Context: an optimization exercise on an open-source flow, tuned for small area. The choices shown serve that exercise and are no tape-out recipe.
RTL that was checked went through simulation tests only; none was proved equivalent to the original.
No functional check of the RTL was part of runs 4 and 5.
Power is estimated from default activity; no workload was simulated.

$ cat design/flow/design.v
module as6s_fwft_prefetch_sfifo #(
    parameter int DATA_WIDTH     = 128,
    parameter int ADDR_WIDTH     = 4,
    parameter int FIFO_DEEP      = 1 << ADDR_WIDTH,
    parameter int RAM_PIPE_STAGE = 2
) (
    input  logic                  clk,
    input  logic                  rst,
    input  logic                  clear,
    input  logic [DATA_WIDTH-1:0] wr_data,
    input  logic                  wr_en,
    input  logic                  rd_en,
    input  logic [ADDR_WIDTH:0]   prog_full_assert_cfg,
    input  logic [ADDR_WIDTH:0]   prog_full_negate_cfg,
    input  logic [ADDR_WIDTH:0]   prog_empty_assert_cfg,
    input  logic [ADDR_WIDTH:0]   prog_empty_negate_cfg,
    output logic [DATA_WIDTH-1:0] rd_data,
    output logic                  rd_data_val,
    output logic                  empty,
    output logic                  full,
    output logic                  prog_full,
    output logic                  prog_empty,
    output logic [ADDR_WIDTH:0]   data_count,
    output logic                  ovf_int,
    output logic                  udf_int
);
    localparam int PRE_REG_NUM = RAM_PIPE_STAGE + 2;
    localparam int SW          = $clog2(PRE_REG_NUM);
    localparam int CW          = ADDR_WIDTH + 1;
    localparam logic [CW-1:0] DEEP_C = CW'(FIFO_DEEP);
    localparam logic [CW-1:0] PRE_C  = CW'(PRE_REG_NUM);
    logic                  srst;
    logic [CW-1:0]         wptr, rptr, ram_count;
    logic [DATA_WIDTH-1:0] mem [FIFO_DEEP];
    logic [SW-1:0]             in_ptr, out_ptr;
    logic [PRE_REG_NUM-1:0]    slot_valid;
    logic [DATA_WIDTH-1:0]     slot_data [PRE_REG_NUM];
    logic [RAM_PIPE_STAGE-1:0] pipe_val;
    logic [DATA_WIDTH-1:0]     pipe_data [RAM_PIPE_STAGE];
    logic [SW-1:0]             pipe_tag  [RAM_PIPE_STAGE];
    logic [CW-1:0]             inflight_cnt, slot_cnt;
    logic          full_i, wen, fetch, land, head_val, ren;
    logic [SW-1:0] land_tag;
    logic [CW-1:0] count_i;
    logic          prog_full_r, prog_empty_r, ovf_r, udf_r;
    function automatic logic [SW-1:0] slot_next(input logic [SW-1:0] p);
        slot_next = (p == SW'(PRE_REG_NUM - 1)) ? '0 : p + SW'(1);
    endfunction
    assign srst      = rst | clear;
    assign ram_count = wptr - rptr;
    assign full_i    = (ram_count == DEEP_C);
    assign wen       = wr_en & ~full_i;
    assign fetch     = (ram_count != '0) && ((slot_cnt + inflight_cnt) < PRE_C);
    assign land      = pipe_val[RAM_PIPE_STAGE-1];
    assign land_tag  = pipe_tag[RAM_PIPE_STAGE-1];
    assign head_val  = slot_valid[out_ptr];
    assign ren       = rd_en & head_val;
    assign count_i    = ram_count + inflight_cnt + slot_cnt;
    always_ff @(posedge clk) begin
        if (wen && !srst) mem[wptr[ADDR_WIDTH-1:0]] <= wr_data;
        pipe_data[0] <= mem[rptr[ADDR_WIDTH-1:0]];
        pipe_tag[0]  <= in_ptr;
        for (int i = 1; i < RAM_PIPE_STAGE; i++) begin
            pipe_data[i] <= pipe_data[i-1];
            pipe_tag[i]  <= pipe_tag[i-1];
        end
        if (land) slot_data[land_tag] <= pipe_data[RAM_PIPE_STAGE-1];
    end
    always_ff @(posedge clk) begin
        if (srst) begin
            wptr         <= '0;
            rptr         <= '0;
            in_ptr       <= '0;
            out_ptr      <= '0;
            slot_valid   <= '0;
            pipe_val     <= '0;
            inflight_cnt <= '0;
            slot_cnt     <= '0;
        end else begin
            if (wen) wptr <= wptr + CW'(1);
            if (fetch) begin
                rptr   <= rptr + CW'(1);
                in_ptr <= slot_next(in_ptr);
            end
            pipe_val[0] <= fetch;
            for (int i = 1; i < RAM_PIPE_STAGE; i++) pipe_val[i] <= pipe_val[i-1];
            if (land) slot_valid[land_tag] <= 1'b1;
            if (ren) begin
                slot_valid[out_ptr] <= 1'b0;
                out_ptr             <= slot_next(out_ptr);
            end
            inflight_cnt <= inflight_cnt + CW'(fetch) - CW'(land);
            slot_cnt     <= slot_cnt + CW'(land) - CW'(ren);
        end
    end
    always_ff @(posedge clk) begin
        if (srst) begin
            prog_full_r  <= 1'b0;
            prog_empty_r <= 1'b1;
            ovf_r        <= 1'b0;
            udf_r        <= 1'b0;
        end else begin
            if (count_i >= prog_full_assert_cfg)       prog_full_r <= 1'b1;
            else if (count_i <= prog_full_negate_cfg)  prog_full_r <= 1'b0;
            if (count_i <= prog_empty_assert_cfg)      prog_empty_r <= 1'b1;
            else if (count_i >= prog_empty_negate_cfg) prog_empty_r <= 1'b0;
            ovf_r <= wr_en & full_i;
            udf_r <= rd_en & ~head_val;
        end
    end
    assign rd_data     = head_val ? slot_data[out_ptr] : '0;
    assign rd_data_val = head_val;
    assign empty       = ~head_val;
    assign full        = full_i;
    assign prog_full   = prog_full_r;
    assign prog_empty  = prog_empty_r;
    assign data_count  = count_i;
    assign ovf_int     = ovf_r;
    assign udf_int     = udf_r;
endmodule
$ cat design/flow/run.sh
#!/bin/bash
# synth_recipe.tcl (not shown) runs the flow's synth.tcl, then flattens the netlist and writes it again
# the make line also repeats each setting of config.mk as NAME=value (left out here)
make -C /OpenROAD-flow-scripts/flow DESIGN_CONFIG=/design/flow/config.mk WORK_HOME=/design/flow/orfs CLKGATE_MAP_FILE= SYNTH_SCRIPT=/design/flow/synth_recipe.tcl finish
$ cat design/flow/config.mk
export PLATFORM = sky130hd
export DESIGN_NAME = as6s_fwft_prefetch_sfifo
export DESIGN_NICKNAME = as6s_fwft_prefetch_sfifo
export VERILOG_FILES = /design/flow/design.v
export SDC_FILE = /design/flow/constraint.sdc
export NUM_CORES = 4
export LEC_CHECK = 0
export CAP_MARGIN = 20
export CORE_MARGIN = 2
export CORE_UTILIZATION = 40
export SLEW_MARGIN = 20
$ cat design/flow/constraint.sdc
create_clock -name core_clock -period 5.0 [get_ports {clk}]
set_input_delay 1.0000 -clock core_clock [delete_from_list [all_inputs] [get_ports {clk}]]
set_output_delay 1.0000 -clock core_clock [all_outputs]
set_load 0.01 [all_outputs]
==> results of run 1 <==
[registers in the layout, summed over array words and instances, names as in the netlist, named ones only]
register and count:
prog_empty_r 1, rptr 5, slot_data 512, in_ptr 2, ovf_r 1, mem 2048
pipe_data 256, slot_cnt 5, pipe_val 2, prog_full_r 1, pipe_tag 4, wptr 5
udf_r 1, slot_valid 4, inflight_cnt 5, out_ptr 2
[critical path: stages (launching register included)]
cell and delay (ns):
dfxtp_4 0.38, inv_6 0.04, ha_4 0.24, a21o_4 0.22
or3_4 0.39, and2_4 0.18, inv_1 0.07, fa_1 0.40
inv_1 0.10, ha_4 0.22, a21oi_2 0.18, xnor2_2 0.15
xnor2_2 0.15, buf_2 0.17
[report_power, final]
part | internal, W | leakage [nW] | switching [W]
clock | 0.0129 | 4.68 | 0.00871
combinational | 0.00309 | 8.44 | 0.00297
sequential | 0.0272 | 25.5 | 0.000635
[cell type report]
cell class / instances / share of cell area [%]
Inverter: 45 / 0.152
Timing Repair Buffer: 420 / 3.78
Multi-Input combinational cell: 1776 / 17.1
Clock buffer: 423 / 6.92
Tap cell: 3496 / 3.57
Antenna cell: 13 / 0.0265
Clock inverter: 102 / 0.880
Sequential cell: 2856 / 67.6
[metrics by stage]
stage	area, um^2	hold WS, ns	worst slack [ns]
CTS	123000	0.294	-0.0340
global route	123000	0.295	0.0265
global placement	113000	0.310	0.359
detailed placement	113000	0.312	0.363
floorplan	105000	0.310	-0.697
finish	123000	0.287	0.191
[routing by layer]
layer / global-route usage (%) / up-vias / share of wire [%]
met5: 0 / - / 0.093
met4: 5.12 / 38 / 2.4
met3: 3.65 / 374 / 6.0
met2: 30.0 / 1264 / 49
met1: 24.7 / 26400 / 42
li1: - / 20900 / -
[layout by cell type (no fill, tap or decap), types with 6 or more instances in the layout]
cell type	n
nand2_1	522
clkinv_1	23
a21o_1	6
nand2b_1	6
clkinv_2	44
mux4_2	640
clkdlybuf4s50_1	289
xnor2_1	8
ha_1	48
buf_4	67
nand3_1	9
a31oi_1	129
clkbuf_8	26
a21oi_1	21
and3_1	128
o21ai_0	14
nor2_4	13
xor2_1	8
and2_1	132
bufinv_16	22
clkbuf_1	85
nor2_1	22
clkinvlp_4	8
dfxtp_1	288
buf_12	60
fa_1	6
inv_1	41
edfxtp_1	2560
diode_2	13
dfxtp_4	6
clkbuf_16	312
[cell families after synthesis]
kind of cell             count (synthesis)  synth area share [%]
XOR/XNOR                                20                 0.167
AO/OA/AOI/OAI                          190                  1.16
AND/OR/NAND/NOR                        864                  3.82
flip-flops                            2856                  79.1
multiplexers                           643                  13.8
adder cells (fa/ha/maj)                 59                 0.762
buffers and inverters                  295                  1.21
[what timing repair did]
item / CTS / global route
endpoints found under the setup margin: 58 / 14
resized for setup: 11 / 7
pin swaps: 2 / 2
setup buffers: 2 / 0
hold buffers: 0 / 0
[worst min path at each step]
stage | endpoint | start | depth (start not counted) | slack [ns]
2_1_floorplan | pipe_data[1][0] | pipe_data[0][0] | 0 | 0.31
3_3_place_gp | pipe_data[1][20] | pipe_data[0][20] | 0 | 0.31
3_5_place_dp | pipe_data[1][112] | pipe_data[0][112] | 0 | 0.31
4_1_cts | pipe_data[1][10] | pipe_data[0][10] | 0 | 0.29
5_1_grt | pipe_data[1][10] | pipe_data[0][10] | 0 | 0.30
6_report | pipe_data[1][10] | pipe_data[0][10] | 0 | 0.29
==> run notes, run 1 <==
Register area - 82,800 um^2
Tot GR Track Use - 18.2%
Nets@finish - 5,613
Slew HR - 28.9%
Max Slew Vio Count - 0
Clk slew on worst S/H paths - 0.06 ns
Via count of the first global-routing pass - 50,800
Nature of the critical path endpoint - primary output
Mapped Area - 105,000 um^2
H-Tree Level Count - 5
Area Growth Syn to Fin - 17.1%
Total I/O pin count - 293
DP HPWL - 126 mm
Worst r2r path cells - 11
Global-route wire length before repair - 353 mm
Initial Utilization - 40.3%
Reg-to-reg endpoint - mem[8][106]
Hold Vio Cnt, Final - 0
Worst Max-Slew Pin Slew - 1.07 ns
Cell count after synthesis - 4,927
Hold WC Path Type - reg2reg
Required time worst endpoint - 4.00 ns
Die span in x - 516 um
Die height - 516 um
Die ar. - 266,000 um^2
Setup CP Type - reg2out
Most frequent cell after synthesis - edfxtp_1
Clock Path Buffers - 4
Largest cells by area after synthesis - edfxtp_1 73%, mux4_2 14%, dfxtp_1 5.7%
Syn avg cell area - 21.2 um^2
Gpl congestion - 0.730
Overall Power - 0.0556 W
Maximum vdd drop - 346 uV
Row count - 187
Count of cell types in the netlist - 48
Top FF cell, synth - edfxtp_1
TritonCTS buffer count - 302
Largest net degree at the start of global routing - 143
Clock skew - 0.0628 ns
Synthesized net count - 5,139
CP Max Fanout - 4
Vias per cell - 5.36
Final setup violation count - 0
Max Fclk - 208 MHz
Critical Path AT - 3.81 ns
CTS tree - built
Worst setup endpoint - data_count[4]
Leak Pwr - 38.6 nW
Via Count - 48,900
#FFs+latches synth - 2,856
DRC viols - 0
Reg2reg setup slack - 1.05 ns
Post-synth top area share - 73.4%
Status - no timing/DRC/antenna violations
Final min period - 4.81 ns
Post-route ant nets - 0
Clock latency (worst-skew pair) - 0.93 ns
Multi-input logic area - 21,000 um^2
Non-filler cells, final - 9,131
PortBufs - 292
FILL cells - 21,300
Share of post-route cells with drive strength above 1 - 22.2%
Async S/R FF share, synth - 0%
Post-Place Cells - 8,591
Finished Core Util - 47.2%
Gr ovfl total - 0
Max-cap viol count - 0
EDFF count, synth - 2,560
Routed wire length - 243 mm
DR pass1 iterations - 5
Clock Sinks - 2,856
Sequential element share of the synthesized area - 79.1%
Launching point of the worst reg2reg path - wptr[0]
Crit. Startpoint - rptr[2]
Setup crit start kind - flop
RSZ-0062 raised after global routing - no
Synth cell count leaders - 2,560 x edfxtp_1, 640 x mux4_2, 522 x nand2_1, 296 x dfxtp_1, 165 x clkbuf_1
DR WL/cell - 26.6 um
PD cells - 453 nW/um^2
CORE AREA - 260,000 um^2
YS warnings - 3
Period utilization - 96.2%
Root Driver - clkbuf_16
Post-synth top area cell - edfxtp_1
Antenna violations before repair - 54
Starting DRC count in detailed routing - 4,198
Final TNS setup - 0 ns
==> inputs of run 2 (changes only) <==
==> design/flow/design.v (replaced) <==
module as6s_fwft_prefetch_sfifo #(
    parameter int DATA_WIDTH     = 128,
    parameter int ADDR_WIDTH     = 4,
    parameter int FIFO_DEEP      = 1 << ADDR_WIDTH,
    parameter int RAM_PIPE_STAGE = 2
) (
    input  logic                  clk,
    input  logic                  rst,
    input  logic                  clear,
    input  logic [DATA_WIDTH-1:0] wr_data,
    input  logic                  wr_en,
    input  logic                  rd_en,
    input  logic [ADDR_WIDTH:0]   prog_full_assert_cfg,
    input  logic [ADDR_WIDTH:0]   prog_full_negate_cfg,
    input  logic [ADDR_WIDTH:0]   prog_empty_assert_cfg,
    input  logic [ADDR_WIDTH:0]   prog_empty_negate_cfg,
    output logic [DATA_WIDTH-1:0] rd_data,
    output logic                  rd_data_val,
    output logic                  empty,
    output logic                  full,
    output logic                  prog_full,
    output logic                  prog_empty,
    output logic [ADDR_WIDTH:0]   data_count,
    output logic                  ovf_int,
    output logic                  udf_int
);
    localparam int DW   = DATA_WIDTH;
    localparam int CW   = ADDR_WIDTH + 1;
    localparam int ROWS = FIFO_DEEP + RAM_PIPE_STAGE + 2;
    logic          srst;
    logic [CW-1:0] ram_cnt;    
    logic [2:0]    slot_cnt;   
    logic          pv0, pv1;   
    logic [CW-1:0] cnt;        
    logic          prog_full_r, prog_empty_r, ovf_r, udf_r;
    logic [ROWS-1:0] wsel;     
    logic [ROWS-1:0] hsel;     
    logic [ROWS-1:0] ph;       
    logic [ROWS-1:0] we, hold;
    logic [4:0]      wptr;     
    logic [DW-1:0]   q [ROWS];
    logic full_i, wen, fetch, head_val, ren, head_ph;
    logic [DW-1:0] rd_raw;
    assign srst     = rst | clear;
    assign full_i   = ram_cnt[CW-1];
    assign wen      = wr_en & ~full_i & ~srst;
    assign fetch    = (ram_cnt != '0) && ({1'b0, slot_cnt} + {3'b0, pv0} + {3'b0, pv1} < 4'd4);
    assign head_val = (slot_cnt != '0);
    assign ren      = rd_en & head_val;
    assign we       = wsel & {ROWS{wen}};
    always_comb
        for (int i = 0; i < ROWS; i++) hold[i] = ~(wen && wptr == 5'(i));
    always_ff @(posedge clk) begin
        for (int i = 0; i < ROWS; i++) begin
            q[i]  <= ~((q[i] | {DW{we[i]}}) & (wr_data | {DW{hold[i]}}));
            ph[i] <= ~(ph[i] | we[i]);
        end
    end
    always_ff @(posedge clk) begin
        if (srst) begin
            ram_cnt  <= '0;
            slot_cnt <= '0;
            pv0      <= 1'b0;
            pv1      <= 1'b0;
            cnt      <= '0;
            wsel     <= ROWS'(1);
            wptr     <= '0;
            hsel     <= ROWS'(1);
        end else begin
            ram_cnt  <= ram_cnt + CW'(wen) - CW'(fetch);
            slot_cnt <= slot_cnt + 3'(pv1) - 3'(ren);
            pv0      <= fetch;
            pv1      <= pv0;
            cnt      <= cnt + CW'(wen) - CW'(ren);
            if (wen) wsel <= {wsel[ROWS-2:0], wsel[ROWS-1]};
            if (wen) wptr <= (wptr == 5'(ROWS - 1)) ? '0 : wptr + 5'd1;
            if (ren) hsel <= {hsel[ROWS-2:0], hsel[ROWS-1]};
        end
    end
    always_ff @(posedge clk) begin
        if (srst) begin
            prog_full_r  <= 1'b0;
            prog_empty_r <= 1'b1;
            ovf_r        <= 1'b0;
            udf_r        <= 1'b0;
        end else begin
            if (cnt >= prog_full_assert_cfg)       prog_full_r <= 1'b1;
            else if (cnt <= prog_full_negate_cfg)  prog_full_r <= 1'b0;
            if (cnt <= prog_empty_assert_cfg)      prog_empty_r <= 1'b1;
            else if (cnt >= prog_empty_negate_cfg) prog_empty_r <= 1'b0;
            ovf_r <= wr_en & full_i;
            udf_r <= rd_en & ~head_val;
        end
    end
    always_comb begin
        rd_raw  = '1;
        head_ph = 1'b1;
        for (int i = 0; i < ROWS; i++) begin
            rd_raw  = rd_raw & (q[i] | {DW{~hsel[i]}});
            head_ph = head_ph & (ph[i] | ~hsel[i]);
        end
    end
    assign rd_data     = rd_raw ^ {DW{~head_ph}};
    assign rd_data_val = head_val;
    assign empty       = ~head_val;
    assign full        = full_i;
    assign prog_full   = prog_full_r;
    assign prog_empty  = prog_empty_r;
    assign data_count  = cnt;
    assign ovf_int     = ovf_r;
    assign udf_int     = udf_r;
endmodule
--- a/design/flow/config.mk
+++ b/design/flow/config.mk
@@ -8,4 +8,5 @@
 export CAP_MARGIN = 20
 export CORE_MARGIN = 2
-export CORE_UTILIZATION = 40
+export CORE_UTILIZATION = 65
+export CTS_BUF_LIST = sky130_fd_sc_hd__clkbuf_4 sky130_fd_sc_hd__clkbuf_8
 export SLEW_MARGIN = 20
==> run notes, run 2 <==
Status - failed layout checks
SO Faults - setup timing
Max Fclk - 197 MHz
Largest cells by area after synthesis - dfxtp_1 57%, o22ai_1 22%, o22ai_2 3.8%
Root Driver - clkbuf_8
Clk slew on worst S/H paths - 0.06 ns
Critical Path AT - 4.06 ns
CP Max Fanout - 88
Starting DRC count in detailed routing - 14,400
TritonCTS buffer count - 412
Gpl congestion - 0.861
Die span in x - 382 um
H-Tree Level Count - 5
DRC viols - 0
Final min period - 5.06 ns
Global-route wire length before repair - 532 mm
EDFF count, synth - 0
Via Count - 85,000
Post-synth top area share - 57.0%
Worst hold slack - 0.403 ns
Most frequent cells in the layout - 3,311 x o22ai_1, 2,633 x dfxtp_1, 537 x clkbuf_8, 427 x nor2_1, 385 x nand2b_1
Share of post-route cells with drive strength above 1 - 14.3%
WP buf/inv - 3
Total I/O pin count - 293
Vias per cell - 7.72
PortBufs - 292
Max Slew Vio Count - 0
Slowest cell on crit path - nor3_1
DR WL/cell - 33.7 um
Clock Sinks - 2,644
Top FF cell, synth - dfxtp_1
Tot GR Track Use - 48.4%
Routed wire length - 371 mm
Sequential element share of the synthesized area - 57.0%
Crit-path leading delay family - buffers and inverters
Worst Max-Slew Pin Slew - 1.19 ns
Overall Power - 0.0490 W
Nature of the critical path endpoint - primary output
Via count of the first global-routing pass - 80,800
Post-synth top area cell - dfxtp_1
Initial Utilization - 65.5%
Cell count after synthesis - 9,016
Period utilization - 101%
CORE AREA - 142,000 um^2
Row count - 138
Synthesized net count - 9,212
Die ar. - 146,000 um^2
Required time worst endpoint - 4.00 ns
CP max stage delay - 0.64 ns
Mapped Area - 92,900 um^2
Clock latency (worst-skew pair) - 1.05 ns
Area Growth Syn to Fin - 12.8%
Finished Core Util - 73.9%
YS warnings - 2
Clock skew - 0.0538 ns
Non-filler cells, final - 11,000
Hold Vio Cnt, Final - 0
CTS tree - built
DR pass1 iterations - 9
Maximum vdd drop - 432 uV
Max-cap viol count - 0
Max FFs per register - 2,560
PD cells - 468 nW/um^2
Nets@finish - 9,013
Synth cell count leaders - 3,311 x o22ai_1, 2,644 x dfxtp_1, 561 x clkbuf_1, 428 x nor2_1, 385 x nand2b_1
Final worst slack - -0.0648 ns
Antenna violations before repair - 16
Clock Path Buffers - 4
Final setup violation count - 4
Die height - 382 um
Commonest non-fill, non-tap cell in the layout - o22ai_1
Syn avg cell area - 10.3 um^2
#FFs+latches synth - 2,644
Hold WC Path Type - reg2reg
Cells along the critical path - inv_4 > buf_16 > o22ai_1 > nor3_1 > nand4_1 > xor2_1 > clkdlybuf4s50_1
Async S/R FF share, synth - 0%
Setup CP Type - reg2out
RSZ-0062 raised after global routing - no
Most frequent cell after synthesis - o22ai_1
Count of cell types in the netlist - 48
Post-route ant nets - 0
Gr ovfl total - 0
Largest net degree at the start of global routing - 129
DP HPWL - 193 mm
Setup crit start kind - flop
Slew HR - 20.4%
Leak Pwr - 40.0 nW
Post-Place Cells - 10,300
-- run 2: layout make-up --
class,instances,area [um^2]
clock buffer,657,8290
tap,1890,2360
fill,10300,37000
sequential,2644,53000
timing repair buffer,524,6210
timing repair inverter,1,8.76
clock inverter,51,533
multi-input combinational,5170,34000
inverter,64,367
antenna,11,27.5
-- run 2: path summary, 6_finish.rpt --
kind / start / end / slack, ns / cells after the start
max: hsel[13] / rd_data[6] / -0.06 / 7
min reg2reg: ph[9] / ph[9] / 0.40 / 1
max reg2reg: wptr[2] / q[7][49] / 1.87 / 5
min: ph[9] / ph[9] / 0.40 / 1
-- run 2: worst reg2reg max path, cell delays in order (launching register included) --
cell,delay [ns]
dfxtp_1,0.65
nor2b_1,0.92
nand2_4,0.58
buf_12,0.44
buf_4,0.32
o22ai_1,0.14
-- run 2: repair_timing --
item                                    4_1_cts  5_1_grt
cloned                                        1        1
hold buffers                                  0        0
pin swaps                                     1        2
setup buffers                                 2        0
resized for setup                             8       22
endpoints found under the setup margin      125       96
-- run 2: per-stage QoR --
stage / worst slack [ns] / instance area (um^2) / TNS [ns]
floorplan: 2.09 / 92900 / 0
global placement: 0.858 / 95700 / 0
detailed placement: 0.757 / 95700 / 0
CTS: 0.0181 / 105000 / 0
global route: 0.00784 / 105000 / 0
finish: -0.0648 / 105000 / -0.143
-- run 2: cells by family after synthesis --
family | share of synthesized area (%)
AOI/OAI and AO/OA | 27.8
xor gates and xnor gates | 1.27
adders and majority gates | 0.604
buffers and inverters | 6.72
DFF | 57.0
and+or+nand+nor | 6.61
-- run 2: power breakdown --
part / leakage [nW] / internal, W / switching [W]
Sequential: 24.0 / 0.0222 / 0.000670
Clock: 4.72 / 0.0110 / 0.00841
Combinational: 11.2 / 0.00346 / 0.00321
-- run 2: routing by layer --
metal,global-route usage [%],share of wire [%],vias up
li1,-,-,34300
met1,63.6,36,41100
met2,71.6,42,7825
met3,13.3,15,1782
met4,28.1,6.5,12
met5,0,0.025,-
==> inputs of run 3 (changes only) <==
==> design/flow/flow/run.sh (new file) <==
#!/bin/bash
# The standard layout, with the port buffers made of buf_2 cells instead of the
# delay cells buffer_ports picks by default. Each step's full log stays under orfs/logs;
# make's own output goes to standard.log.
bash standard.sh 'BUFFER_PORTS_ARGS=-buffer_cell sky130_fd_sc_hd__buf_2' finish > standard.log 2>&1
==> design/flow/standard.sh (new file) <==
#!/bin/bash
# synth_recipe.tcl (not shown) runs the flow's synth.tcl, then flattens the netlist and writes it again
# the make line also repeats each setting of config.mk as NAME=value (left out here)
make -C /OpenROAD-flow-scripts/flow DESIGN_CONFIG=/design/flow/config.mk WORK_HOME=/design/flow/orfs CLKGATE_MAP_FILE= SYNTH_SCRIPT=/design/flow/synth_recipe.tcl "${@:-finish}"
--- a/design/flow/config.mk
+++ b/design/flow/config.mk
@@ -8,5 +8,8 @@
 export CAP_MARGIN = 20
 export CORE_MARGIN = 2
-export CORE_UTILIZATION = 65
-export CTS_BUF_LIST = sky130_fd_sc_hd__clkbuf_4 sky130_fd_sc_hd__clkbuf_8
+export CORE_UTILIZATION = 55
+export CTS_BUF_LIST = sky130_fd_sc_hd__clkbuf_16
+export CTS_CLUSTER_DIAMETER = 60
+export CTS_CLUSTER_SIZE = 30
+export SETUP_SLACK_MARGIN = 0.05
 export SLEW_MARGIN = 20
removed: design/flow/run.sh
==> run notes, run 3 <==
YS warnings - 2
Global-route wire length before repair - 551 mm
Die height - 415 um
Slew HR - 17.8%
Overall Power - 0.0438 W
Required time worst endpoint - 4.00 ns
Largest net degree at the start of global routing - 120
RSZ-0062 raised after global routing - no
Via count of the first global-routing pass - 77,100
Reg-to-reg endpoint - cnt[4]
Row count - 150
DR pass1 iterations - 11
Setup crit start kind - flop
Launching point of the worst reg2reg path - slot_cnt[1]
Die span in x - 415 um
Sequential Power Share - 52.2%
Top FF cell, synth - dfxtp_1
HP Start - rd_en
Synthesized net count - 9,212
Count of cell types in the netlist - 48
Mapped Area - 92,900 um^2
Hold Vio Cnt, Final - 0
Vias per cell - 7.54
Reg2reg setup slack - 1.38 ns
Clock Path Buffers - 3
Total I/O pin count - 293
Crit-path leading delay family - buffers and inverters
Most frequent cells in the layout - 3,311 x o22ai_1, 2,635 x dfxtp_1, 426 x nor2_1, 385 x nand2b_1, 292 x buf_2
Syn avg cell area - 10.3 um^2
#FFs+latches synth - 2,644
Post-route ant nets - 0
Pint - 0.0317 W
Cell count after synthesis - 9,016
Max FFs per register - 2,560
CTS resizes - 0
Status - no timing/DRC/antenna violations
DP HPWL - 204 mm
Worst r2r path cells - 14
DRC viols - 0
Share of post-route cells with drive strength above 1 - 13.3%
Final setup violation count - 0
Nets@finish - 8,749
Async S/R FF share, synth - 0%
CORE AREA - 167,000 um^2
Setup bufs post-CTS - 0
Slowest cell on crit path - inv_6
Hold WC Path Type - in2reg
Period utilization - 96.5%
PD cells - 437 nW/um^2
Max Slew Vio Count - 0
Maximum vdd drop - 417 uV
CTS Hold Bufs - 0
WP buf/inv - 3
Gr ovfl total - 0
Switching Fraction - 27.7%
Most frequent cell after synthesis - o22ai_1
Clock skew - 0.0381 ns
CP Max Fanout - 42
Clock latency (worst-skew pair) - 0.88 ns
Worst Hold Depth - 2
Die ar. - 172,000 um^2
Max-cap viol count - 0
Post-synth top area cell - dfxtp_1
Finished Core Util - 59.8%
Gpl congestion - 0.847
Leak Pwr - 37.9 nW
Final worst slack - 0.173 ns
FILL cells - 14,200
Synth cell count leaders - 3,311 x o22ai_1, 2,644 x dfxtp_1, 561 x clkbuf_1, 428 x nor2_1, 385 x nand2b_1
TritonCTS buffer count - 155
Multi-input logic area - 34,000 um^2
Nature of the critical path endpoint - primary output
EDFF count, synth - 0
Root Driver - clkbuf_16
Clk slew on worst S/H paths - 0.08 ns
Routed wire length - 390 mm
Setup CP Type - reg2out
P_sw - 0.0121 W
Tot GR Track Use - 43.1%
Fin area - 100,000 um^2
PortBufs - 292
Commonest non-fill, non-tap cell in the layout - o22ai_1
Antenna violations before repair - 22
Starting DRC count in detailed routing - 12,400
Final min period - 4.83 ns
Final TNS setup - 0 ns
CP max stage delay - 0.74 ns
DR WL/cell - 35.7 um
Worst Hold Endpoint - udf_r
Sequential element share of the synthesized area - 57.0%
Clock Sinks - 2,644
Post-synth top area share - 57.0%
Max Fclk - 207 MHz
CTS tree - built
Area Growth Syn to Fin - 7.78%
Clock Power Share - 34.8%
Pre-CTS setup slack - 1.10 ns
Combinational share of power - 13.1%
Worst Max-Slew Pin Slew - 1.23 ns
Via Count - 82,200
Cells along the critical path - inv_6 > buf_4 > o22ai_1 > nor3_1 > nand4_1 > xor2_1 > buf_2
H-Tree Level Count - 4
Largest cells by area after synthesis - dfxtp_1 57%, o22ai_1 22%, o22ai_2 3.8%
Register area - 53,000 um^2
Initial Utilization - 55.5%
Critical Path AT - 3.83 ns
Placed cell area - 94,400 um^2
run 3: cell types whose count changed in the layout (fill, tap and decap cells not counted), moves of 39 or more:
cell	previous run	this run
buf_2	0	292
clkdlybuf4s50_1	292	0
clkbuf_16	1	161
clkbuf_8	537	0
clkbuf_4	120	0
inv_6	11	50
run 3: worst max path at each step:
stage                     slack (ns)      from  cells past startpoint            to
after floorplan                 2.09     clear                     13        cnt[4]
after global routing            0.23  hsel[13]                      7   rd_data[56]
after detailed placement        1.10     rd_en                     14        cnt[4]
after global placement          1.05     rd_en                     14        cnt[4]
final                           0.17   hsel[1]                      7    rd_data[3]
after CTS                       0.33  hsel[13]                      7  rd_data[120]
run 3: routing by layer:
layer / wire, um / up-vias / share of wire [%] / track usage [%]
li1: - / 33700 / - / -
met1: 152000 / 41100 / 39 / 58.5
met3: 45700 / 1269 / 12 / 8.08
met2: 171000 / 6147 / 44 / 65.9
met4: 21600 / 0 / 5.5 / 21.6
met5: 0 / - / 0 / 0.0834
run 3: area by class of cell:
| type | count | share of cell area (%) |
|---|---|---|
| sequential | 2644 | 52.9 |
| tap | 2204 | 2.76 |
| clock inverter | 126 | 1.63 |
| inverter | 64 | 0.338 |
| multi-input combinational | 5170 | 33.9 |
| timing repair buffer | 518 | 4.37 |
| clock buffer | 161 | 4.03 |
| antenna | 21 | 0.0525 |
run 3: kinds of logic after synthesis:
group | count (synthesis) | synth area share [%]
AOI/OAI and AO/OA | 3796 | 27.8
xor gates and xnor gates | 135 | 1.27
adders and majority gates | 43 | 0.604
buffers and inverters | 1202 | 6.72
DFF | 2644 | 57.0
and+or+nand+nor | 1196 | 6.61
run 3: through the flow:
| step | std cells | hold slack, ns |
|---|---|---|
| floorplan | 9016 | 0.383 |
| global placement | 10600 | 0.391 |
| detailed placement | 10600 | 0.394 |
| CTS | 10900 | 0.372 |
| global route | 10900 | 0.411 |
| finish | 10900 | 0.404 |
run 3: power by group through the flow:
stage	sequential [W]	clock (W)	combinational, W
final	0.0228	0.0152	0.00572
after global routing	0.0229	0.0159	0.00608
after CTS	0.0228	0.0152	0.00568
after detailed placement	0.0233	0	0.00566
after global placement	0.0232	0	0.00558
after floorplan	0.0232	0	0.00385
==> inputs of run 4 (changes only) <==
--- a/design/flow/design.v
+++ b/design/flow/design.v
@@ -25,7 +25,8 @@
     output logic                  udf_int
 );
-    localparam int DW   = DATA_WIDTH;
-    localparam int CW   = ADDR_WIDTH + 1;
-    localparam int ROWS = FIFO_DEEP + RAM_PIPE_STAGE + 2;
+    localparam int DW    = DATA_WIDTH;
+    localparam int CW    = ADDR_WIDTH + 1;
+    localparam int ROWS  = FIFO_DEEP + RAM_PIPE_STAGE + 2;
+    localparam int PAIRS = ROWS / 2;
     logic          srst;
     logic [CW-1:0] ram_cnt;    
@@ -34,12 +35,13 @@
     logic [CW-1:0] cnt;        
     logic          prog_full_r, prog_empty_r, ovf_r, udf_r;
-    logic [ROWS-1:0] wsel;     
-    logic [ROWS-1:0] hsel;     
+    logic [4:0]      wptr;     
+    logic [ROWS-1:0] hsel_n;   
     logic [ROWS-1:0] ph;       
-    logic [ROWS-1:0] we, hold;
-    logic [4:0]      wptr;     
-    logic [DW-1:0]   q [ROWS];
+    logic [ROWS-1:0] we;
+    logic [DW-1:0]   q  [ROWS];
+    logic [DW-1:0]   nq [ROWS];
+    logic [PAIRS*DW-1:0] pr;
     logic full_i, wen, fetch, head_val, ren, head_ph;
-    logic [DW-1:0] rd_raw;
+    logic [DW-1:0] rd_n;
     assign srst     = rst | clear;
     assign full_i   = ram_cnt[CW-1];
@@ -48,10 +50,12 @@
     assign head_val = (slot_cnt != '0);
     assign ren      = rd_en & head_val;
-    assign we       = wsel & {ROWS{wen}};
     always_comb
-        for (int i = 0; i < ROWS; i++) hold[i] = ~(wen && wptr == 5'(i));
+        for (int i = 0; i < ROWS; i++) we[i] = wen && (wptr == 5'(i));
+    for (genvar i = 0; i < ROWS; i++) begin : g_row
+        fwft_row_next #(.W(DW)) u_next (.q(q[i]), .d(wr_data), .w(we[i]), .h(~we[i]), .y(nq[i]));
+    end
     always_ff @(posedge clk) begin
         for (int i = 0; i < ROWS; i++) begin
-            q[i]  <= ~((q[i] | {DW{we[i]}}) & (wr_data | {DW{hold[i]}}));
+            q[i]  <= nq[i];
             ph[i] <= ~(ph[i] | we[i]);
         end
@@ -64,7 +68,6 @@
             pv1      <= 1'b0;
             cnt      <= '0;
-            wsel     <= ROWS'(1);
             wptr     <= '0;
-            hsel     <= ROWS'(1);
+            hsel_n   <= ~ROWS'(1);
         end else begin
             ram_cnt  <= ram_cnt + CW'(wen) - CW'(fetch);
@@ -73,7 +76,6 @@
             pv1      <= pv0;
             cnt      <= cnt + CW'(wen) - CW'(ren);
-            if (wen) wsel <= {wsel[ROWS-2:0], wsel[ROWS-1]};
-            if (wen) wptr <= (wptr == 5'(ROWS - 1)) ? '0 : wptr + 5'd1;
-            if (ren) hsel <= {hsel[ROWS-2:0], hsel[ROWS-1]};
+            if (wen) wptr   <= (wptr == 5'(ROWS - 1)) ? '0 : wptr + 5'd1;
+            if (ren) hsel_n <= {hsel_n[ROWS-2:0], hsel_n[ROWS-1]};
         end
     end
@@ -93,13 +95,14 @@
         end
     end
+    for (genvar j = 0; j < PAIRS; j++) begin : g_pair
+        fwft_pair_pick #(.W(DW)) u_pick (.qa(q[2*j]), .qb(q[2*j+1]),
+                                         .sa_n(hsel_n[2*j]), .sb_n(hsel_n[2*j+1]), .y(pr[j*DW +: DW]));
+    end
+    fwft_or10 #(.W(DW)) u_or (.a(pr), .y(rd_n));
     always_comb begin
-        rd_raw  = '1;
         head_ph = 1'b1;
-        for (int i = 0; i < ROWS; i++) begin
-            rd_raw  = rd_raw & (q[i] | {DW{~hsel[i]}});
-            head_ph = head_ph & (ph[i] | ~hsel[i]);
-        end
+        for (int i = 0; i < ROWS; i++) head_ph = head_ph & (ph[i] | hsel_n[i]);
     end
-    assign rd_data     = rd_raw ^ {DW{~head_ph}};
+    assign rd_data     = rd_n ^ {DW{head_ph}};
     assign rd_data_val = head_val;
     assign empty       = ~head_val;
@@ -111,2 +114,30 @@
     assign udf_int     = udf_r;
 endmodule
+module fwft_row_next #(parameter int W = 128) (
+    input  logic [W-1:0] q,
+    input  logic [W-1:0] d,
+    input  logic         w,
+    input  logic         h,
+    output logic [W-1:0] y
+);
+    assign y = ~((q | {W{w}}) & (d | {W{h}}));
+endmodule
+module fwft_pair_pick #(parameter int W = 128) (
+    input  logic [W-1:0] qa,
+    input  logic [W-1:0] qb,
+    input  logic         sa_n,
+    input  logic         sb_n,
+    output logic [W-1:0] y
+);
+    assign y = ~((qa | {W{sa_n}}) & (qb | {W{sb_n}}));
+endmodule
+module fwft_or10 #(parameter int W = 128) (
+    input  logic [10*W-1:0] a,
+    output logic [W-1:0]    y
+);
+    logic [W-1:0] n0, n1, n2;
+    assign n0 = ~(a[0*W +: W] | a[1*W +: W] | a[2*W +: W] | a[3*W +: W]);
+    assign n1 = ~(a[4*W +: W] | a[5*W +: W] | a[6*W +: W]);
+    assign n2 = ~(a[7*W +: W] | a[8*W +: W] | a[9*W +: W]);
+    assign y  = ~(n0 & n1 & n2);
+endmodule
--- a/design/flow/config.mk
+++ b/design/flow/config.mk
@@ -9,7 +9,8 @@
 export CORE_MARGIN = 2
 export CORE_UTILIZATION = 55
-export CTS_BUF_LIST = sky130_fd_sc_hd__clkbuf_16
-export CTS_CLUSTER_DIAMETER = 60
-export CTS_CLUSTER_SIZE = 30
+export CTS_BUF_LIST = sky130_fd_sc_hd__clkbuf_8
+export CTS_CLUSTER_DIAMETER = 40
+export CTS_CLUSTER_SIZE = 16
 export SETUP_SLACK_MARGIN = 0.05
 export SLEW_MARGIN = 20
+export SYNTH_HIERARCHICAL = 1
==> run notes, run 4 <==
Max FFs per register - 2,560
Final TNS setup - 0 ns
Synth cell count leaders - 3,848 x o22ai_1, 2,624 x dfxtp_1, 391 x buf_6, 360 x buf_4, 256 x nor4_1
Critical Path AT - 3.95 ns
Hold Vio Cnt, Final - 0
Post-route ant nets - 0
DRC viols - 0
Commonest non-fill, non-tap cell in the layout - o22ai_1
Gpl congestion - 0.821
Nature of the critical path endpoint - primary output
Initial Utilization - 55.3%
Starting DRC count in detailed routing - 10,500
Clock skew - 0.0703 ns
Share of post-route cells with drive strength above 1 - 14.1%
Required time worst endpoint - 4.00 ns
Routed wire length - 335 mm
EDFF count, synth - 0
Worst Max-Slew Pin Slew - 1.55 ns
Row count - 149
Most frequent cells in the layout - 3,848 x o22ai_1, 2,604 x dfxtp_1, 360 x clkbuf_8, 292 x buf_2, 256 x nor4_1
Largest net degree at the start of global routing - 132
CTS resizes - 0
Top FF cell, synth - dfxtp_1
Post-Place Cells - 10,100
Total I/O pin count - 293
Final setup violation count - 0
Sequential element share of the synthesized area - 57.7%
Status - failed layout checks
Gr ovfl total - 0
Final min period - 4.95 ns
Area Growth Syn to Fin - 6.53%
Syn avg cell area - 11.0 um^2
Die span in x - 411 um
DR WL/cell - 31.4 um
Synthesized net count - 8,488
Post-synth top area cell - dfxtp_1
Max Slew Vio Count - 53
YS warnings - 10
Max Fclk - 202 MHz
TritonCTS buffer count - 324
Slew HR - -3.30%
Most frequent cell after synthesis - o22ai_1
H-Tree Level Count - 5
#FFs+latches synth - 2,624
Die height - 411 um
Placed cell area - 89,900 um^2
Nets@finish - 8,410
Global-route wire length before repair - 487 mm
Clock Sinks - 2,624
Largest cells by area after synthesis - dfxtp_1 58%, o22ai_1 26%, buf_6 4.8%
CTS Hold Bufs - 0
Clock latency (worst-skew pair) - 1.08 ns
Setup crit start kind - flop
Fin area - 97,100 um^2
Leak Pwr - 32.8 nW
Vias per cell - 7.29
Overall Power - 0.0403 W
Setup CP Type - reg2out
Post-synth top area share - 57.7%
Hold WC Path Type - in2reg
PD cells - 416 nW/um^2
Max-cap viol count - 0
Cell count after synthesis - 8,292
Non-filler cells, final - 10,700
CTS tree - built
Die ar. - 169,000 um^2
Root Driver - clkbuf_8
SO Faults - slew limit
Tot GR Track Use - 37.8%
DP HPWL - 167 mm
Count of cell types in the netlist - 47
CP Max Fanout - 33
Async S/R FF share, synth - 0%
RSZ-0062 raised after global routing - no
Mapped Area - 91,100 um^2
DR pass1 iterations - 8
Setup bufs post-CTS - 0
Via Count - 77,700
Clk slew on worst S/H paths - 0.08 ns
Antenna violations before repair - 28
Clock Path Buffers - 4
Via count of the first global-routing pass - 74,600
CORE AREA - 165,000 um^2
Period utilization - 99.0%
Maximum vdd drop - 337 uV
PortBufs - 292
## run 4: changes by cell type after synthesis, moves of 255 or more
cell	previous run	this run
o22ai_2	280	0
buf_6	129	391
clkbuf_1	561	6
nor4_1	1	256
o22ai_1	3311	3848
buf_2	348	93
nand2b_1	385	4
buf_4	33	360
## run 4: area by class of cell
| type | instances | area, um^2 |
|---|---|---|
| fill | 14100 | 67800 |
| sequential | 2624 | 52600 |
| multi-input combinational | 4742 | 30700 |
| clock buffer | 360 | 4950 |
| timing repair buffer | 461 | 3530 |
| tap | 2189 | 2740 |
| clock inverter | 212 | 2140 |
| inverter | 61 | 384 |
| antenna | 16 | 40.0 |
## run 4: cells by family after synthesis
logic type	Yosys count	share of synthesized area, %
compound gates	3905	26.8
xor+xnor	136	2.30
fa+ha+maj	43	0.615
buf+inv	926	8.88
flops	2624	57.7
simple gates	658	3.73
## run 4: where the power goes
group | internal, W | leakage, nW | total [W] | switching [W]
registers | 0.0216 | 23.9 | 0.0220 | 0.000384
clock network | 0.00807 | 3.65 | 0.0169 | 0.00880
logic | 0.000633 | 5.24 | 0.00152 | 0.000886
## run 4: critical path: stages, from the launching register on
cell and delay, ns:
dfxtp_4 0.84, buf_4 0.30, o22ai_1 0.10, nor4_1 0.96, nand3_1 0.28, xor2_2 0.23
buf_2 0.16
## run 4: worst paths after layout
path | startpoint | slack (ns) | end | depth (start not counted)
min | rd_en | 0.25 | udf_r | 2
max | hsel_n[0] | 0.05 | rd_data[68] | 6
min reg2reg | ph[16] | 0.42 | ph[16] | 1
max reg2reg | wptr[2] | 1.28 | q[16][2] | 7
## run 4: metal layers
metal | vias to the layer above | wire length (um) | global-route usage [%]
met5 | - | 82 | 0
met1 | 38700 | 135000 | 51.2
met3 | 926 | 37000 | 8.53
li1 | 33000 | - | -
met2 | 5057 | 149000 | 57.7
met4 | 12 | 14100 | 17.3
## run 4: stage by stage
stage	hold slack, ns	worst slack (ns)	util [%]
after global placement	0.400	1.03	54.5
after global routing	0.215	0.0608	58.9
after CTS	0.157	0.193	58.8
after floorplan	0.392	1.75	-
after detailed placement	0.403	0.997	54.5
final	0.248	0.0493	58.9
==> inputs of run 5 (changes only) <==
--- a/design/flow/config.mk
+++ b/design/flow/config.mk
@@ -9,7 +9,7 @@
 export CORE_MARGIN = 2
 export CORE_UTILIZATION = 55
-export CTS_BUF_LIST = sky130_fd_sc_hd__clkbuf_8
-export CTS_CLUSTER_DIAMETER = 40
-export CTS_CLUSTER_SIZE = 16
+export CTS_BUF_LIST = sky130_fd_sc_hd__clkbuf_16
+export CTS_CLUSTER_DIAMETER = 50
+export CTS_CLUSTER_SIZE = 26
 export SETUP_SLACK_MARGIN = 0.05
 export SLEW_MARGIN = 20
==> run notes, run 5 <==
Non-filler cells, final - 10,400
Required time worst endpoint - 4.00 ns
Root Driver - clkbuf_16
Clock skew - 0.0300 ns
Die height - 411 um
Setup CP Type - reg2out
Worst hold slack - 0.401 ns
CTS tree - built
Critical Path AT - 3.77 ns
WP buf/inv - 2
Via Count - 76,900
Max Slew Vio Count - 46
Period utilization - 95.4%
Share of post-route cells with drive strength above 1 - 11.7%
Slowest cell on crit path - nor4_1
Starting DRC count in detailed routing - 10,500
Pint - 0.0296 W
Busiest layer in global routing - met2
Final min period - 4.77 ns
Antenna violations before repair - 30
Max FFs per register - 2,560
Async S/R FF share, synth - 0%
H-Tree Level Count - 4
Worst Max-Slew Pin Slew - 1.54 ns
Row count - 149
Leak Pwr - 32.3 nW
Final setup violation count - 0
Maximum vdd drop - 315 uV
Most frequent cells in the layout - 3,848 x o22ai_1, 2,604 x dfxtp_1, 292 x buf_2, 256 x nor4_1, 182 x clkbuf_16
Nature of the critical path endpoint - primary output
Post-synth top area cell - dfxtp_1
Setup bufs post-CTS - 0
Die ar. - 169,000 um^2
Clock Power Share - 40.6%
Status - failed layout checks
Post-route ant nets - 0
Via count of the first global-routing pass - 73,400
Crit-path leading delay family - simple AND/OR/NAND/NOR gates
Final TNS setup - 0 ns
DP HPWL - 167 mm
Vias per cell - 7.38
Syn avg cell area - 11.0 um^2
Synth cell count leaders - 3,848 x o22ai_1, 2,624 x dfxtp_1, 391 x buf_6, 360 x buf_4, 256 x nor4_1
Finished Core Util - 58.5%
DR pass1 iterations - 6
Worst r2r path cells - 7
Nets@finish - 8,265
CTS resizes - 0
Count of cell types in the netlist - 47
Met2 Use GR - 57.7%
Routed wire length - 332 mm
Max-cap viol count - 0
Sequential element share of the synthesized area - 57.7%
SO Faults - slew limit
Combinational share of power - 3.8%
CP max stage delay - 0.96 ns
Mapped Area - 91,100 um^2
Largest net degree at the start of global routing - 132
Tot GR Track Use - 37.5%
Top FF cell, synth - dfxtp_1
CP Max Fanout - 33
Clk slew on worst S/H paths - 0.08 ns
Clock Path Buffers - 3
RSZ-0062 raised after global routing - no
Switching Fraction - 25.1%
DR WL/cell - 31.8 um
YS warnings - 10
Gpl congestion - 0.821
Die span in x - 411 um
P_sw - 0.00994 W
Post-synth top area share - 57.7%
Initial Utilization - 55.3%
Sequential Power Share - 55.5%
EDFF count, synth - 0
Slew HR - -2.45%
DRC viols - 0
Cells along the critical path - buf_4 > o22ai_1 > nor4_1 > nand3_1 > xor2_2 > buf_2
Hold Vio Cnt, Final - 0
GRT met3 Usage - 8.00%
PD cells - 410 nW/um^2
Critical path depth - 6
Worst Hold Depth - 2
Commonest non-fill, non-tap cell in the layout - o22ai_1
Global-route wire length before repair - 483 mm
PortBufs - 292
Most frequent cell after synthesis - o22ai_1
CTS Hold Bufs - 0
Clock Sinks - 2,624
Setup crit start kind - flop
Total I/O pin count - 293
FILL cells - 14,000
Clock latency (worst-skew pair) - 0.86 ns
Hold WC Path Type - in2reg
Largest cells by area after synthesis - dfxtp_1 58%, o22ai_1 26%, buf_6 4.8%
Synthesized net count - 8,488
TritonCTS buffer count - 179
Cell count after synthesis - 8,292
Post-Place Cells - 10,100
Max Fclk - 210 MHz
Area Growth Syn to Fin - 5.77%
#FFs+latches synth - 2,624
CORE AREA - 165,000 um^2
GR Layer Usage met1 - 51.2%
Gr ovfl total - 0
[run 5: changes by cell type in the layout (fill, tap and decap cells not counted), moves of 16 or more]
| cell | before | now |
|---|---|---|
| clkinv_4 | 38 | 4 |
| bufinv_16 | 19 | 2 |
| clkinv_2 | 22 | 6 |
| clkinvlp_4 | 29 | 2 |
| clkinv_8 | 6 | 50 |
| inv_1 | 63 | 46 |
| clkbuf_8 | 360 | 0 |
| inv_6 | 47 | 29 |
| clkbuf_16 | 0 | 182 |
[run 5: worst reg2reg max path: cells and delay by family, from the launching register on]
kind	cells	cell delay, ns
flip-flops	1	0.68
AO/OA/AOI/OAI	1	0.25
AND/OR/NAND/NOR	4	0.98
buffers and inverters	2	1.63
[run 5: final timing paths]
check             startpoint           to  slack, ns
hold / removal         rd_en        udf_r       0.40
hold reg to reg       ph[16]       ph[16]       0.42
setup / recovery   hsel_n[0]  rd_data[68]       0.23
setup reg to reg     wptr[2]     q[16][6]       1.31
[run 5: cell families (layout without fill, tap and decap cells)]
kind of cell             count (synthesis)  in the layout  synth area share (%)
AO/OA/AOI/OAI                         3905           3905                  26.8
flip-flops                            2624           2624                  57.7
buffers and inverters                  926            857                  8.88
AND/OR/NAND/NOR                        658            658                  3.73
XOR/XNOR                               136            136                  2.30
adder cells (fa/ha/maj)                 43             43                 0.615
other                                    0             12                     0
[run 5: per-layer routing]
metal	routed length [um]	vias to the layer above	share of wire, %
met1	135000	38500	41
met3	35800	897	11
met5	150	-	0.045
met2	148000	4828	44
met4	13800	22	4.2
li1	-	32600	-
[run 5: power groups by stage]
stage                     Combinational (W)  Sequential, W  Clock [W]
after global placement              0.00142         0.0224          0
after floorplan                    0.000896         0.0223          0
after CTS                           0.00148         0.0219     0.0161
after global routing                0.00164         0.0220     0.0169
final                               0.00151         0.0220     0.0161
after detailed placement            0.00148         0.0224          0
[run 5: metrics by stage]
| step | setup slack [ns] | cell area, um^2 | total power [W] |
|---|---|---|---|
| 2_1_floorplan | 1.75 | 91100 | 0.0232 |
| 3_3_place_gp | 1.03 | 89900 | 0.0238 |
| 3_5_place_dp | 0.997 | 89900 | 0.0239 |
| 4_1_cts | 0.417 | 96300 | 0.0395 |
| 5_1_grt | 0.261 | 96300 | 0.0406 |
| 6_report | 0.228 | 96400 | 0.0395 |
[run 5: layout make-up]
| class | instances | area [um^2] | area share [%] |
|---|---|---|---|
| multi-input cells | 4742 | 30700 | 31.8 |
| diodes | 12 | 30.0 | 0.0312 |
| clock inverters | 153 | 1860 | 1.93 |
| clock buffers | 182 | 4550 | 4.73 |
| repair buffers | 461 | 3530 | 3.66 |
| well taps | 2189 | 2740 | 2.84 |
| flip-flops and latches | 2624 | 52600 | 54.6 |
| inverters | 61 | 384 | 0.399 |
==> inputs of run 6 (changes only) <==
--- a/design/flow/design.v
+++ b/design/flow/design.v
@@ -69,5 +69,5 @@
             cnt      <= '0;
             wptr     <= '0;
-            hsel_n   <= ~ROWS'(1);
+            hsel_n   <= {{(ROWS-1){1'b1}}, 1'b0};
         end else begin
             ram_cnt  <= ram_cnt + CW'(wen) - CW'(fetch);
@@ -104,5 +104,5 @@
         for (int i = 0; i < ROWS; i++) head_ph = head_ph & (ph[i] | hsel_n[i]);
     end
-    assign rd_data     = rd_n ^ {DW{head_ph}};
+    fwft_flip #(.W(DW)) u_flip (.a(rd_n), .p(head_ph), .y(rd_data));
     assign rd_data_val = head_val;
     assign empty       = ~head_val;
@@ -142,2 +142,9 @@
     assign y  = ~(n0 & n1 & n2);
 endmodule
+module fwft_flip #(parameter int W = 128) (
+    input  logic [W-1:0] a,
+    input  logic         p,
+    output logic [W-1:0] y
+);
+    assign y = a ^ {W{p}};
+endmodule
--- a/design/flow/config.mk
+++ b/design/flow/config.mk
@@ -13,4 +13,4 @@
 export CTS_CLUSTER_SIZE = 26
 export SETUP_SLACK_MARGIN = 0.05
-export SLEW_MARGIN = 20
+export SLEW_MARGIN = 30
 export SYNTH_HIERARCHICAL = 1
==> run notes, run 6 <==
Status - no timing/DRC/antenna violations
Post-Synth Adder-Cell Area - 0.622%
Nature of the critical path endpoint - primary output
Setup bufs post-CTS - 0
PortBufs - 292
Post-route ant nets - 0
Max Slew Vio Count - 0
Syn avg cell area - 10.9 um^2
Most frequent cells in the layout - 3,849 x o22ai_1, 2,604 x dfxtp_1, 292 x buf_2, 256 x nor4_1, 188 x clkbuf_16
EDFF count, synth - 0
WP buf/inv - 2
Finished Core Util - 58.6%
Commonest non-fill, non-tap cell in the layout - o22ai_1
Vias per cell - 7.51
TritonCTS buffer count - 182
Overall Power - 0.0450 W
PD cells - 472 nW/um^2
Starting DRC count in detailed routing - 10,900
Maximum vdd drop - 396 uV
Initial Utilization - 55.4%
Pre-CTS setup slack - 0.893 ns
Root Driver - clkbuf_16
Nets@finish - 8,255
Required time worst endpoint - 4.00 ns
Setup crit start kind - flop
Synth cell count leaders - 3,849 x o22ai_1, 2,624 x dfxtp_1, 391 x buf_6, 361 x buf_4, 257 x nor4_1
Row count - 148
CTS Hold Bufs - 0
Setup CP Type - reg2out
Total I/O pin count - 293
Global-route wire length before repair - 495 mm
Gpl congestion - 0.802
Clock Path Buffers - 3
CP max stage delay - 0.73 ns
Top FF cell, synth - dfxtp_1
CP Max Fanout - 50
Die span in x - 409 um
Largest cells by area after synthesis - dfxtp_1 58%, o22ai_1 27%, buf_6 4.9%
Post-synth top area share - 58.3%
Count of cell types in the netlist - 42
Share of post-route cells with drive strength above 1 - 10.3%
Reg2reg setup slack - 1.31 ns
Crit-path leading delay family - simple AND/OR/NAND/NOR gates
Die ar. - 167,000 um^2
Tot GR Track Use - 38.9%
DR pass1 iterations - 9
Largest family of logic cells by synthesized area - compound AO/OA/AOI/OAI gates
Via count of the first global-routing pass - 73,500
Synth Area in Compound Gates - 27.0%
Final TNS setup - 0 ns
Hold WC Path Type - in2reg
DRC viols - 0
Area Growth Syn to Fin - 5.73%
Async S/R FF share, synth - 0%
Simple-Gate Fraction of Synth Area - 3.86%
Clock Sinks - 2,624
RSZ-0062 raised after global routing - no
Critical Path AT - 3.84 ns
Final min period - 4.84 ns
#FFs+latches synth - 2,624
Max-cap viol count - 0
Routed wire length - 344 mm
DP HPWL - 169 mm
CTS tree - built
Clock latency (worst-skew pair) - 0.85 ns
CTS resizes - 0
Leak Pwr - 36.5 nW
Cell count after synthesis - 8,291
Slowest cell on crit path - dfxtp_4
Final worst slack - 0.158 ns
Antenna violations before repair - 33
Hold Vio Cnt, Final - 0
YS warnings - 10
Worst Max-Slew Pin Slew - 1.28 ns
Die height - 409 um
Via Count - 78,200
Mux contribution to synthesized area - 0.0111%
DR WL/cell - 33.0 um
Slew HR - 14.8%
Xor/xnor share of the synthesized area - 1.31%
Gr ovfl total - 0
Final setup violation count - 0
Largest net degree at the start of global routing - 131
Sequential element share of the synthesized area - 58.3%
Clk slew on worst S/H paths - 0.08 ns
H-Tree Level Count - 4
Max Fclk - 207 MHz
Mapped Area - 90,200 um^2
Clock skew - 0.0321 ns
Max FFs per register - 2,560
CORE AREA - 163,000 um^2
Period utilization - 96.8%
Most frequent cell after synthesis - o22ai_1
Synthesized net count - 8,487
Post-synth top area cell - dfxtp_1
Cells along the critical path - o22ai_1 > nor2_1 > nand3_1 > nor4_2 > buf_12 > xor2_1 > buf_2
[run 6: logic make-up after synthesis]
kind of cell | Yosys count
AOI/OAI and AO/OA | 3883
xor gates and xnor gates | 135
adders and majority gates | 43
buffers and inverters | 927
DFF | 2624
muxes | 1
and+or+nand+nor | 678
[run 6: where the power goes]
| group | internal (W) | total, W | switching, W | leakage [nW] |
|---|---|---|---|---|
| Sequential | 0.0216 | 0.0220 | 0.000415 | 23.9 |
| Combinational | 0.00250 | 0.00656 | 0.00407 | 9.41 |
| Clock | 0.00774 | 0.0164 | 0.00871 | 3.22 |
| Total | 0.0318 | 0.0450 | 0.0132 | 36.5 |
[run 6: final cells by class]
class	count	area (um^2)
inverters	62	408
multi-input cells	4740	29700
clock inverters	155	1900
diodes	15	37.5
flip-flops and latches	2624	52600
clock buffers	188	4700
fillers	13800	67400
well taps	2175	2720
repair buffers	449	3270
[run 6: per-stage QoR]
step	cells	hold slack [ns]	area, um^2
2_1_floorplan	8291	0.393	90200
5_1_grt	10400	0.389	95300
4_1_cts	10400	0.358	95300
3_3_place_gp	10000	0.400	88600
6_report	10400	0.402	95300
3_5_place_dp	10000	0.402	88700
[run 6: layer usage]
layer	up-vias	global-route usage, %	wire length [um]
met1	39000	52.8	137000
met2	5454	59.7	152000
met4	32	16.6	15000
met5	-	0	226
met3	1026	8.79	39400
li1	32700	-	-
[run 6: path summary, 6_finish.rpt]
| path | start | to | cells past startpoint |
|---|---|---|---|
| max | hsel_n[6] | rd_data[8] | 7 |
| min | rd_en | udf_r | 2 |
| max reg2reg | ram_cnt[4] | q[16][73] | 6 |
| min reg2reg | ph[14] | ph[14] | 1 |
==> inputs of run 7 (changes only) <==
--- a/design/flow/config.mk
+++ b/design/flow/config.mk
@@ -10,7 +10,7 @@
 export CORE_UTILIZATION = 55
 export CTS_BUF_LIST = sky130_fd_sc_hd__clkbuf_16
-export CTS_CLUSTER_DIAMETER = 50
-export CTS_CLUSTER_SIZE = 26
+export CTS_CLUSTER_DIAMETER = 60
+export CTS_CLUSTER_SIZE = 30
 export SETUP_SLACK_MARGIN = 0.05
-export SLEW_MARGIN = 30
+export SLEW_MARGIN = 35
 export SYNTH_HIERARCHICAL = 1
==> run notes, run 7 <==
Status - no timing/DRC/antenna violations
Initial Utilization - 55.4%
Worst Max-Slew Pin Slew - 1.19 ns
Clk slew on worst S/H paths - 0.09 ns
Final TNS setup - 0 ns
Cell count after synthesis - 8,291
DRC viols - 0
RSZ-0062 raised after global routing - no
Worst r2r path cells - 6
Reg-to-reg endpoint - q[19][124]
DR pass1 iterations - 9
Commonest non-fill, non-tap cell in the layout - o22ai_1
Synth cell count leaders - 3,849 x o22ai_1, 2,624 x dfxtp_1, 391 x buf_6, 361 x buf_4, 257 x nor4_1
Clock Path Buffers - 3
Slowest cell on crit path - nor4_1
PortBufs - 292
Vias per cell - 7.47
Share of post-route cells with drive strength above 1 - 9.67%
Global-route wire length before repair - 492 mm
Routed wire length - 341 mm
Final setup violation count - 0
Maximum vdd drop - 398 uV
Worst Hold Endpoint - udf_r
Launching point of the worst reg2reg path - ram_cnt[4]
Syn avg cell area - 10.9 um^2
Clock skew - 0.0363 ns
Nets@finish - 8,236
Antenna violations before repair - 31
Die ar. - 167,000 um^2
Max Fclk - 208 MHz
#FFs+latches synth - 2,624
Hold Vio Cnt, Final - 0
Leak Pwr - 36.0 nW
PD cells - 453 nW/um^2
CTS tree - built
Die span in x - 409 um
Gpl congestion - 0.802
Top FF cell, synth - dfxtp_1
Required time worst endpoint - 4.00 ns
Clock latency (worst-skew pair) - 0.83 ns
Largest cells by area after synthesis - dfxtp_1 58%, o22ai_1 27%, buf_6 4.9%
Critical Path AT - 3.80 ns
Clock Sinks - 2,624
Via Count - 77,300
Synthesized net count - 8,487
Setup CP Type - reg2out
Starting DRC count in detailed routing - 11,000
Cells along the critical path - buf_4 > o22ai_1 > nor4_1 > nand3_1 > xor2_1 > buf_2
YS warnings - 10
Max Slew Vio Count - 0
Slew HR - 21.0%
Row count - 148
Max FFs per register - 2,560
Period utilization - 95.9%
H-Tree Level Count - 4
Count of cell types in the netlist - 42
Post-synth top area cell - dfxtp_1
Root Driver - clkbuf_16
Total I/O pin count - 293
Mapped Area - 90,200 um^2
Hold WC Path Type - in2reg
Largest net degree at the start of global routing - 131
Gr ovfl total - 0
DR WL/cell - 32.9 um
Most frequent cells in the layout - 3,849 x o22ai_1, 2,604 x dfxtp_1, 292 x buf_2, 256 x nor4_1, 169 x nor2_1
EDFF count, synth - 0
Die height - 409 um
Worst Hold Depth - 2
Tot GR Track Use - 38.7%
Post-synth top area share - 58.3%
Async S/R FF share, synth - 0%
Post-route ant nets - 0
Sequential element share of the synthesized area - 58.3%
Most frequent cell after synthesis - o22ai_1
HP Start - rd_en
Setup crit start kind - flop
CP Max Fanout - 36
Area Growth Syn to Fin - 4.62%
CORE AREA - 163,000 um^2
TritonCTS buffer count - 148
Placed cell area - 88,800 um^2
Via count of the first global-routing pass - 72,500
Crit. Startpoint - hsel_n[0]
DP HPWL - 171 mm
Nature of the critical path endpoint - primary output
Max-cap viol count - 0
CP max stage delay - 0.85 ns
CTS Hold Bufs - 0
Final min period - 4.80 ns
Fin area - 94,300 um^2
Reg2reg setup slack - 1.39 ns
Setup bufs post-CTS - 0
==> run 7: power by group <==
group	switching, W	internal [W]	total [W]
combinational	0.00406	0.00250	0.00656
sequential	0.000411	0.0216	0.0220
clock	0.00775	0.00648	0.0142
total	0.0122	0.0306	0.0428
==> run 7: worst max path at each step <==
| stage | to | slack (ns) | depth (start not counted) |
|---|---|---|---|
| finish | rd_data[86] | 0.20 | 6 |
| global placement | q[16][60] | 0.96 | 7 |
| detailed placement | q[2][32] | 0.87 | 6 |
| CTS | rd_data[8] | 0.22 | 7 |
| global route | rd_data[22] | 0.06 | 7 |
| floorplan | ram_cnt[4] | 1.96 | 11 |
==> run 7: layout make-up <==
| cell class | count | area [um^2] |
|---|---|---|
| Fill cell | 13900 | 68400 |
| Sequential cell | 2624 | 52600 |
| Multi-Input combinational cell | 4740 | 29700 |
| Clock buffer | 153 | 3830 |
| Timing Repair Buffer | 464 | 3680 |
| Tap cell | 2175 | 2720 |
| Clock inverter | 113 | 1340 |
| Inverter | 62 | 423 |
| Antenna cell | 15 | 37.5 |
==> run 7: cells by family after synthesis <==
kind of cell,count (synthesis),share of synthesized area (%)
flip-flops,2624,58.3
buffers and inverters,927,8.98
adder cells (fa/ha/maj),43,0.622
AND/OR/NAND/NOR,678,3.86
AO/OA/AOI/OAI,3883,27.0
XOR/XNOR,135,1.31
multiplexers,1,0.0111
==> run 7: worst max-delay path, delay by kind of cell (launching register included) <==
kind | cells | cell delay, ns
xor gates and xnor gates | 1 | 0.19
AOI/OAI and AO/OA | 1 | 0.19
DFF | 1 | 0.61
and+or+nand+nor | 2 | 1.09
buffers and inverters | 2 | 0.83
==> run 7: what timing repair did <==
item,in CTS,in global routing
setup endpoints to repair,0,1
resized for setup,0,1
hold endpoints to repair,0,0
==> run 7: routing by layer <==
metal	vias up	GRT usage, %	wire length (um)
met3	879	8.74	38200
li1	32600	-	-
met5	-	0	157
met4	24	15.8	13700
met2	5159	59.7	152000
met1	38600	52.5	137000
==> run 7: metrics by stage <==
| stage | utilization, % | hold WS, ns | setup slack (ns) | total power [W] | instances |
|---|---|---|---|---|---|
| after floorplan | - | 0.393 | 1.96 | 0.0261 | 8291 |
| after global placement | 54.5 | 0.400 | 0.958 | 0.0288 | 10000 |
| after detailed placement | 54.6 | 0.404 | 0.874 | 0.0289 | 10100 |
| after CTS | 57.7 | 0.356 | 0.218 | 0.0427 | 10300 |
| after global routing | 57.9 | 0.385 | 0.0642 | 0.0440 | 10300 |
| final | 58.0 | 0.400 | 0.203 | 0.0428 | 10300 |

afterwards: timing with drivers on the ports:
How much do the figures lean on ideal ports? The routed layouts below were timed once more, with nothing changed but the port constraints.
Step 1 (the two cells are an assumption about what drives the block):
set clk [get_ports {clk}]
set_driving_cell -lib_cell sky130_fd_sc_hd__clkbuf_16 $clk
set_driving_cell -lib_cell sky130_fd_sc_hd__buf_2 [delete_from_list [all_inputs] $clk]
Step 2, shift: input delay + t, output delay - t, t = (earliest + latest rising clock arrival at the registers) / 2. This alone moves slack from input paths to output paths.
a / b / c = ideal / step 1 / step 2; a / b = the first two.
run	shift t [ns]	setup WS [ns]	worst hold slack (ns)	cell pins on the clock port's net
run 1	0.984	0.191 / 0.105 / 0.893	0.287 / 0.287 / 0.287	1
run 2	1.107	-0.065 / -0.145 / 0.961	0.403 / 0.403 / 0.403	1
run 3	0.948	0.173 / 0.083 / 1.031	0.404 / 0.335 / 0.413	1
run 4	1.130	0.049 / -0.041 / 0.909	0.248 / 0.178 / 0.416	1
run 5	0.945	0.228 / 0.136 / 0.954	0.401 / 0.329 / 0.418	1
run 6	0.942	0.158 / 0.058 / 0.661	0.402 / 0.323 / 0.415	1
run 7	0.916	0.203 / 0.110 / 0.608	0.400 / 0.329 / 0.420	1
